From an optimization exercise on the open Yosys and OpenROAD flow, aimed at small area, a short achievable clock period and few clock cycles per item; shortcuts taken in it are not production practice.
Only simulation tests tie the RTL to the original design; equivalence was not proved.
No activity file was given, so power comes from the tool's default toggle rates.

==> flow/design.v <==
`timescale 1ns/1ps
module hazardScoreboard (
	input logic clock,
	input logic rst,
	input logic ctrlMult,
	input logic ctrlDiv,
	input logic [32-1:0] operandA,
	input logic [32-1:0] operandB,
	input logic [5-1:0] rdIn,
	input logic [5-1:0] rs1,
	input logic [5-1:0] rs2,
	input logic [5-1:0] rd,
	output logic stall,
	output logic busStart,
	output logic busKind,
	output logic [32-1:0] busA,
	output logic [32-1:0] busB,
	output logic busSignA,
	output logic busSignB,
	input logic busDone,
	input logic busRetire
);
	localparam int W = 32;
	localparam logic OP_MUL = 1'b0;
	localparam logic OP_DIV = 1'b1;
	logic startReq;
	logic accept;
	logic pending;
	logic issued;
	logic [5-1:0] pendingDest;
	logic issueKind;
	logic [W-1:0] issueA;
	logic [W-1:0] issueB;
	logic destHit;
	logic dataHazard;
	logic busyHazard;
	assign startReq = ctrlMult | ctrlDiv;
	assign accept = startReq & ~pending;
	always_ff @(posedge clock) begin
		if (rst) begin
			pending <= 1'b0;
			issued <= 1'b0;
		end else begin
			issued <= accept;
			if (accept) begin
				pending <= 1'b1;
			end else if (busDone) begin
				pending <= 1'b0;
			end
		end
	end
	always_ff @(posedge clock) begin
		if (rst) begin
			pendingDest <= '0;
		end else if (accept) begin
			pendingDest <= rdIn;
		end else if (busRetire) begin
			pendingDest <= '0;
		end
	end
	always_ff @(posedge clock) begin
		if (accept) begin
			issueKind <= ctrlMult ? OP_MUL : OP_DIV;
			issueA <= operandA;
			issueB <= operandB;
		end
	end
	always_ff @(posedge clock) begin
		if (rst) begin
			busStart <= 1'b0;
		end else begin
			busStart <= issued;
		end
	end
	always_ff @(posedge clock) begin
		if (issued) begin
			busKind <= issueKind;
			busSignA <= issueA[W-1];
			busSignB <= issueB[W-1];
			busA <= issueA[W-1] ? -issueA : issueA;
			busB <= issueB[W-1] ? -issueB : issueB;
		end
	end
	assign destHit = (rs1 == pendingDest) | (rs2 == pendingDest) | (rd == pendingDest);
	assign dataHazard = pending & (pendingDest != '0) & destHit;
	assign busyHazard = pending & startReq;
	assign stall = dataHazard | busyHazard;
endmodule
`timescale 1ns/1ps
module iterativeMulDiv (
	input logic clock,
	input logic rst,
	input logic busStart,
	input logic busKind,
	input logic [32-1:0] busA,
	input logic [32-1:0] busB,
	output logic busDone,
	output logic [2*32-1:0] busMagResult,
	output logic busDivZero
);
	localparam int W = 32;
	localparam int CNT_W = $clog2(32);
	localparam logic [CNT_W-1:0] LAST_STEP = CNT_W'(32 - 1);
	localparam logic OP_MUL = 1'b0;
	logic busy;
	logic [CNT_W-1:0] count;
	logic kind;
	logic [W-1:0] operand;
	logic [2*W-1:0] work;
	logic stepKind;
	logic [W-1:0] stepOperand;
	logic [2*W-1:0] stepIn;
	logic [2*W-1:0] nextWork;
	function automatic logic [2*W-1:0] mulStep(logic [2*W-1:0] acc, logic [W-1:0] mcand);
		logic [W:0] sum;
		sum = {1'b0, acc[2*W-1:W]} + (acc[0] ? {1'b0, mcand} : '0);
		mulStep = {sum, acc[W-1:1]};
	endfunction
	function automatic logic [2*W-1:0] divStep(logic [2*W-1:0] acc, logic [W-1:0] divisor);
		logic [W:0] shifted;
		logic [W:0] trial;
		shifted = acc[2*W-1:W-1];
		trial = shifted - {1'b0, divisor};
		if (trial[W]) begin
			divStep = {shifted[W-1:0], acc[W-2:0], 1'b0};
		end else begin
			divStep = {trial[W-1:0], acc[W-2:0], 1'b1};
		end
	endfunction
	always_comb begin
		if (busStart) begin
			stepKind = busKind;
			if (busKind == OP_MUL) begin
				stepOperand = busA;
				stepIn = {{W{1'b0}}, busB};
			end else begin
				stepOperand = busB;
				stepIn = {{W{1'b0}}, busA};
			end
		end else begin
			stepKind = kind;
			stepOperand = operand;
			stepIn = work;
		end
	end
	always_comb begin
		if (stepKind == OP_MUL) begin
			nextWork = mulStep(stepIn, stepOperand);
		end else begin
			nextWork = divStep(stepIn, stepOperand);
		end
	end
	always_ff @(posedge clock) begin
		if (rst) begin
			busy <= 1'b0;
			count <= '0;
			busDone <= 1'b0;
		end else begin
			busDone <= 1'b0;
			if (busStart) begin
				busy <= 1'b1;
				count <= CNT_W'(1);
			end else if (busy) begin
				count <= count + 1'b1;
				if (count == LAST_STEP) begin
					busy <= 1'b0;
					busDone <= 1'b1;
				end
			end
		end
	end
	always_ff @(posedge clock) begin
		if (busStart) begin
			kind <= busKind;
			operand <= stepOperand;
			busDivZero <= (busKind != OP_MUL) && (busB == '0);
		end
		if (busStart | busy) begin
			work <= nextWork;
		end
	end
	assign busMagResult = work;
endmodule
`timescale 1ns/1ps
module resultFormat (
	input logic clock,
	input logic rst,
	input logic busKind,
	input logic busSignA,
	input logic busSignB,
	input logic busDone,
	input logic [2*32-1:0] busMagResult,
	input logic busDivZero,
	output logic busRetire,
	output logic [32-1:0] result,
	output logic exception,
	output logic resultRdy
);
	localparam int W = 32;
	localparam logic OP_MUL = 1'b0;
	logic negate;
	logic [2*W-1:0] signedProduct;
	logic mulOverflow;
	logic [W-1:0] quotient;
	logic [W-1:0] signedQuotient;
	logic [W-1:0] resultNext;
	logic excNext;
	assign negate = busSignA ^ busSignB;
	assign signedProduct = negate ? -busMagResult : busMagResult;
	assign mulOverflow = signedProduct != {{W{signedProduct[W-1]}}, signedProduct[W-1:0]};
	assign quotient = busMagResult[W-1:0];
	assign signedQuotient = negate ? -quotient : quotient;
	always_comb begin
		if (busKind == OP_MUL) begin
			resultNext = signedProduct[W-1:0];
			excNext = mulOverflow;
		end else if (busDivZero) begin
			resultNext = '0;
			excNext = 1'b1;
		end else begin
			resultNext = signedQuotient;
			excNext = 1'b0;
		end
	end
	always_ff @(posedge clock) begin
		if (rst) begin
			resultRdy <= 1'b0;
			exception <= 1'b0;
		end else begin
			resultRdy <= busDone;
			exception <= busDone & excNext;
		end
	end
	always_ff @(posedge clock) begin
		if (busDone) begin
			result <= resultNext;
		end
	end
	assign busRetire = resultRdy;
endmodule
`timescale 1ns/1ps
module mulDivHazardUnit (
	input logic clock,
	input logic rst,
	input logic ctrlMult,
	input logic ctrlDiv,
	input logic [32-1:0] operandA,
	input logic [32-1:0] operandB,
	input logic [5-1:0] rdIn,
	input logic [5-1:0] rs1,
	input logic [5-1:0] rs2,
	input logic [5-1:0] rd,
	output logic [32-1:0] result,
	output logic exception,
	output logic resultRdy,
	output logic stall
);
	logic busStart;
	logic busKind;
	logic [32-1:0] busA;
	logic [32-1:0] busB;
	logic busSignA;
	logic busSignB;
	logic busDone;
	logic [2*32-1:0] busMagResult;
	logic busDivZero;
	logic busRetire;
	hazardScoreboard scoreboard (
		.clock(clock),
		.rst(rst),
		.ctrlMult(ctrlMult),
		.ctrlDiv(ctrlDiv),
		.operandA(operandA),
		.operandB(operandB),
		.rdIn(rdIn),
		.rs1(rs1),
		.rs2(rs2),
		.rd(rd),
		.stall(stall),
		.busStart(busStart),
		.busKind(busKind),
		.busA(busA),
		.busB(busB),
		.busSignA(busSignA),
		.busSignB(busSignB),
		.busDone(busDone),
		.busRetire(busRetire)
	);
	iterativeMulDiv datapath (
		.clock(clock),
		.rst(rst),
		.busStart(busStart),
		.busKind(busKind),
		.busA(busA),
		.busB(busB),
		.busDone(busDone),
		.busMagResult(busMagResult),
		.busDivZero(busDivZero)
	);
	resultFormat formatter (
		.clock(clock),
		.rst(rst),
		.busKind(busKind),
		.busSignA(busSignA),
		.busSignB(busSignB),
		.busDone(busDone),
		.busMagResult(busMagResult),
		.busDivZero(busDivZero),
		.busRetire(busRetire),
		.result(result),
		.exception(exception),
		.resultRdy(resultRdy)
	);
endmodule
==> flow/run.sh <==
#!/bin/bash
# synth_recipe.tcl (not shown) runs the flow's synth.tcl, then flattens the netlist and writes it again
# the make line also repeats each setting of config.mk as NAME=value (left out here)
make -C /OpenROAD-flow-scripts/flow DESIGN_CONFIG=/design/flow/config.mk WORK_HOME=/design/flow/orfs CLKGATE_MAP_FILE= SYNTH_SCRIPT=/design/flow/synth_recipe.tcl finish
==> flow/config.mk <==
export PLATFORM = sky130hd
export DESIGN_NAME = mulDivHazardUnit
export DESIGN_NICKNAME = mulDivHazardUnit
export VERILOG_FILES = /design/flow/design.v
export SDC_FILE = /design/flow/constraint.sdc
export NUM_CORES = 4
export LEC_CHECK = 0
export CAP_MARGIN = 20
export CORE_MARGIN = 2
export CORE_UTILIZATION = 40
export SLEW_MARGIN = 20
==> flow/constraint.sdc <==
create_clock -name core_clock -period 6.0 [get_ports {clock}]
set_input_delay 1.2000 -clock core_clock [delete_from_list [all_inputs] [get_ports {clock}]]
set_output_delay 1.2000 -clock core_clock [all_outputs]
set_load 0.01 [all_outputs]
==> run summary <==
synth top area cells - edfxtp_1, xnor2_1, mux2i_1, ha_1, o21ai_0
hold_sp - scoreboard.issueA[0]$_DFFE_PP_
status - complete, no violations
Switching Share - 33.0%
GRT Util Overall - 20.4%
post-synthesis cell area - 18000 µm²
post-CTS sizing - 0
vias in the first global route - 13400
Lkg Pwr - 7.59 nW
first-pass GRT wire length - 75.7 mm
clock tree buffer depth - 3
Yosys reg bits - 279
placed wire-length estimate - 37.6 mm
vias per cell - 5.60
cts hold-fix bufs - 0
gr ovfl total - 0
Die X - 216 µm
Cell Rows - 77
Async SR Flop Fraction - 0%
nets - 2054
synthesized instance count - 1806
Required @ worst endpoint - 6.32 ns
Seq/Total Area, Yosys - 45.5%
Layout fillers - 4122
Mapped Avg Cell Area - 9.97 µm²
WL/cell - 19.2 µm
top cell type's share of synthesized area - 43.5%
RR Startpoint - scoreboard.busKind$_DFFE_PP_
Initial DRC Count - 1419
Ports - 123
Initial Util - 40.6%
max-slew violation count - 0
worst r2r path cells - 16
syn nets - 1965
worst-margin pin slew - 0.986 ns
Vias - 14100
proportion of layout cells with a drive suffix above 1 - 4.95%
critical path type - flop to flop
Slew Limit Headroom - 34.3%
Layout area overhead - 15.9%
Comb pwr share - 30.5%
Internal Power - 4.34 mW
pin count of the biggest net entering global routing - 71
RSZ-0062 raised after global routing - no
final hold vios - 0
CTS root buf - clkbuf_16
sequential power share - 40.0%
CP startpoint kind - flop
PD cells - 310 nW/µm²
# setup viols final - 0
Post-synth EDFFs - 261
Setup Buffers After CTS - 0
critical path peak fanout - 22
post-synth top area cell - edfxtp_1
Critical R2R Capture - datapath.work[54]$_DFFE_PP_
type of the most critical hold path - flop to flop
CTS tree - done
Period Utilization, post-route - 85.6%
clock sinks - 279
Worst Hold Endpoint - scoreboard.busA[0]$_DFFE_PP_
sequential standard cell area - 8200 µm²
Critical Path End Type - flop
clk latency of the worst-skew pair - 0.59 ns
Worst EP arrival - 5.45 ns
IO Port Bufs - 122
drt drc - 0
r2r setup slk - 0.87 ns
initial antenna violation count - 3
CTS Buf Count - 31
antenna cells - 0
fmax - 195 MHz
height of the die - 216 µm
final setup TNS - 0 ns
H-tree depth - 1
DR pass1 iterations - 5
Synth Warn # - 3
commonest non-fill, non-tap cell in the layout - edfxtp_1
Clock Power Share - 29.6%
Synth cell types - 77
Psw - 2.13 mW
fin crit period - 5.13 ns
final wirelength - 48.3 mm
number of routed nets with antenna violations - 0
DP Worst Slack - 0.948 ns
final worst setup slack - 0.866 ns
Core ar. - 44300 µm²
Hold Path Depth - 0
max_cap viols - 0
most frequent cells in the layout - edfxtp_1, nand2_1, nor2_1
setup skew after layout - 0.0176 ns
multi-input gate area in the final layout - 9250 µm²
worst vdd ir - 0.207 mV
ys flop type - edfxtp_1
Die ar. - 46700 µm²
Clock Pin Slew Worst Setup and Hold Paths - 0.06 ns
routability cong. - 0.911
## state kept, by name (all words and copies together) (netlist names), 32 cells and up
| register | count |
|---|---|
| datapath.work | 64 |
| scoreboard.busA | 32 |
| formatter.result | 32 |
| scoreboard.issueA | 32 |
| scoreboard.issueB | 32 |
| datapath.operand | 32 |
| scoreboard.busB | 32 |
## critical path, stage by stage, from the launching register on
cell	delay [ns]
edfxtp_1	0.79
buf_4	0.46
mux2i_1	0.23
nand2_1	0.06
o21ai_0	0.24
ha_1	0.39
a211o_1	0.31
a21oi_1	0.22
o21a_1	0.17
nand3b_1	0.09
a21oi_1	0.34
o311ai_1	0.23
a31oi_1	0.41
xor2_1	0.22
buf_4	0.23
nor2_1	0.13
a221o_1	0.33
## power by group through the flow
stage / logic, mW / clock network, mW / registers (mW)
floorplan: 1.45 / 0 / 2.54
global placement: 1.93 / 0 / 2.62
detailed placement: 1.94 / 0 / 2.62
CTS: 1.95 / 1.95 / 2.58
global route: 2.17 / 2.03 / 2.61
finish: 1.97 / 1.91 / 2.59
## worst max-delay path by stage
stage	start	endpoint	depth (start not counted)	slack [ns]
final	scoreboard.busKind$_DFFE_PP_	datapath.work[54]$_DFFE_PP_	16	0.87
after detailed placement	scoreboard.busKind$_DFFE_PP_	datapath.work[46]$_DFFE_PP_	16	0.95
after global placement	scoreboard.busKind$_DFFE_PP_	datapath.work[52]$_DFFE_PP_	16	1.04
after global routing	scoreboard.busKind$_DFFE_PP_	datapath.work[47]$_DFFE_PP_	16	0.53
after floorplan	scoreboard.busStart$_SDFF_PP0_	datapath.work[44]$_DFFE_PP_	19	0.40
after CTS	scoreboard.busKind$_DFFE_PP_	datapath.work[46]$_DFFE_PP_	16	0.89
## cell families after synthesis
family	after synthesis	share of synthesized area (%)
xor gates and xnor gates	189	9.19
buffers and inverters	156	3.31
muxes	106	5.91
DFF	279	45.5
and+or+nand+nor	590	16.2
adders and majority gates	71	5.02
AOI/OAI and AO/OA	415	14.8
## synth_stat cells (all sizes together) (10+ instances only)
cell type and number:
edfxtp 261, nand2 158, nor2 158, xnor2 131, o21ai 129, mux2i 104, a21oi 91, clkbuf 71
ha 69, inv 66, xor2 58, nor3 57, nor2b 40, o31ai 38, nor4 28, or3 27
nand3 25, a31oi 23, a21o 22, buf 19, or4 19, dfxtp 18, nand2b 17, nand4 17
o41ai 16, o21bai 12, a211oi 10
## routing by layer
metal | global-route usage (%) | up-vias | routed length (µm)
met5 | 0 | - | 0
met4 | 5.48 | 0 | 1310
met3 | 2.11 | 63 | 2760
met2 | 31.0 | 449 | 20800
met1 | 30.9 | 6678 | 23400
li1 | - | 6884 | -
## final cells by class
class                   count  share of cell area (%)
multi-input cells        1371                    44.3
flip-flops and latches    279                    39.3
repair buffers            146                    6.77
clock buffers              43                    3.98
well taps                 592                    3.55
inverters                  66                    1.19
clock inverters            15                   0.917
## metrics by stage
stage	instances	cell area, µm²	total power, mW	utilization, %	hold slack (ns)
floorplan	1806	18000	3.99	-	0.400
global placement	2454	19900	4.55	44.8	0.473
detailed placement	2454	19900	4.56	44.8	0.472
CTS	2512	20900	6.49	47.1	0.486
global route	2512	20900	6.81	47.1	0.497
finish	2512	20900	6.47	47.1	0.495
Testbench counts, summed over its fixed seeds: cycles 17,928, ops 512.

[afterwards: timing with drivers on the ports]
The flow's constraints put no driver on any port. The routed layout listed below was extracted and timed again, unchanged, in two steps. Step 1 assumes that a clkbuf_16 drives the clock port and a buf_2 every other input. Step 2, shift: input delay + t, output delay - t, t = (earliest + latest rising clock arrival at the registers) / 2. This alone moves slack from input paths to output paths. Slacks: no drivers / after step 1 / after step 2; pairs: no drivers / after step 1.
t, ns: 0.634
setup WS [ns]: 0.866 / 0.866 / 0.866
hold WS [ns]: 0.495 / 0.495 / 0.495
pins driven straight from the clock port: 1
After both steps this run still meets setup and hold. The setup slack of this run moves by 0.000 ns with the drivers and by 0.000 ns with both steps.
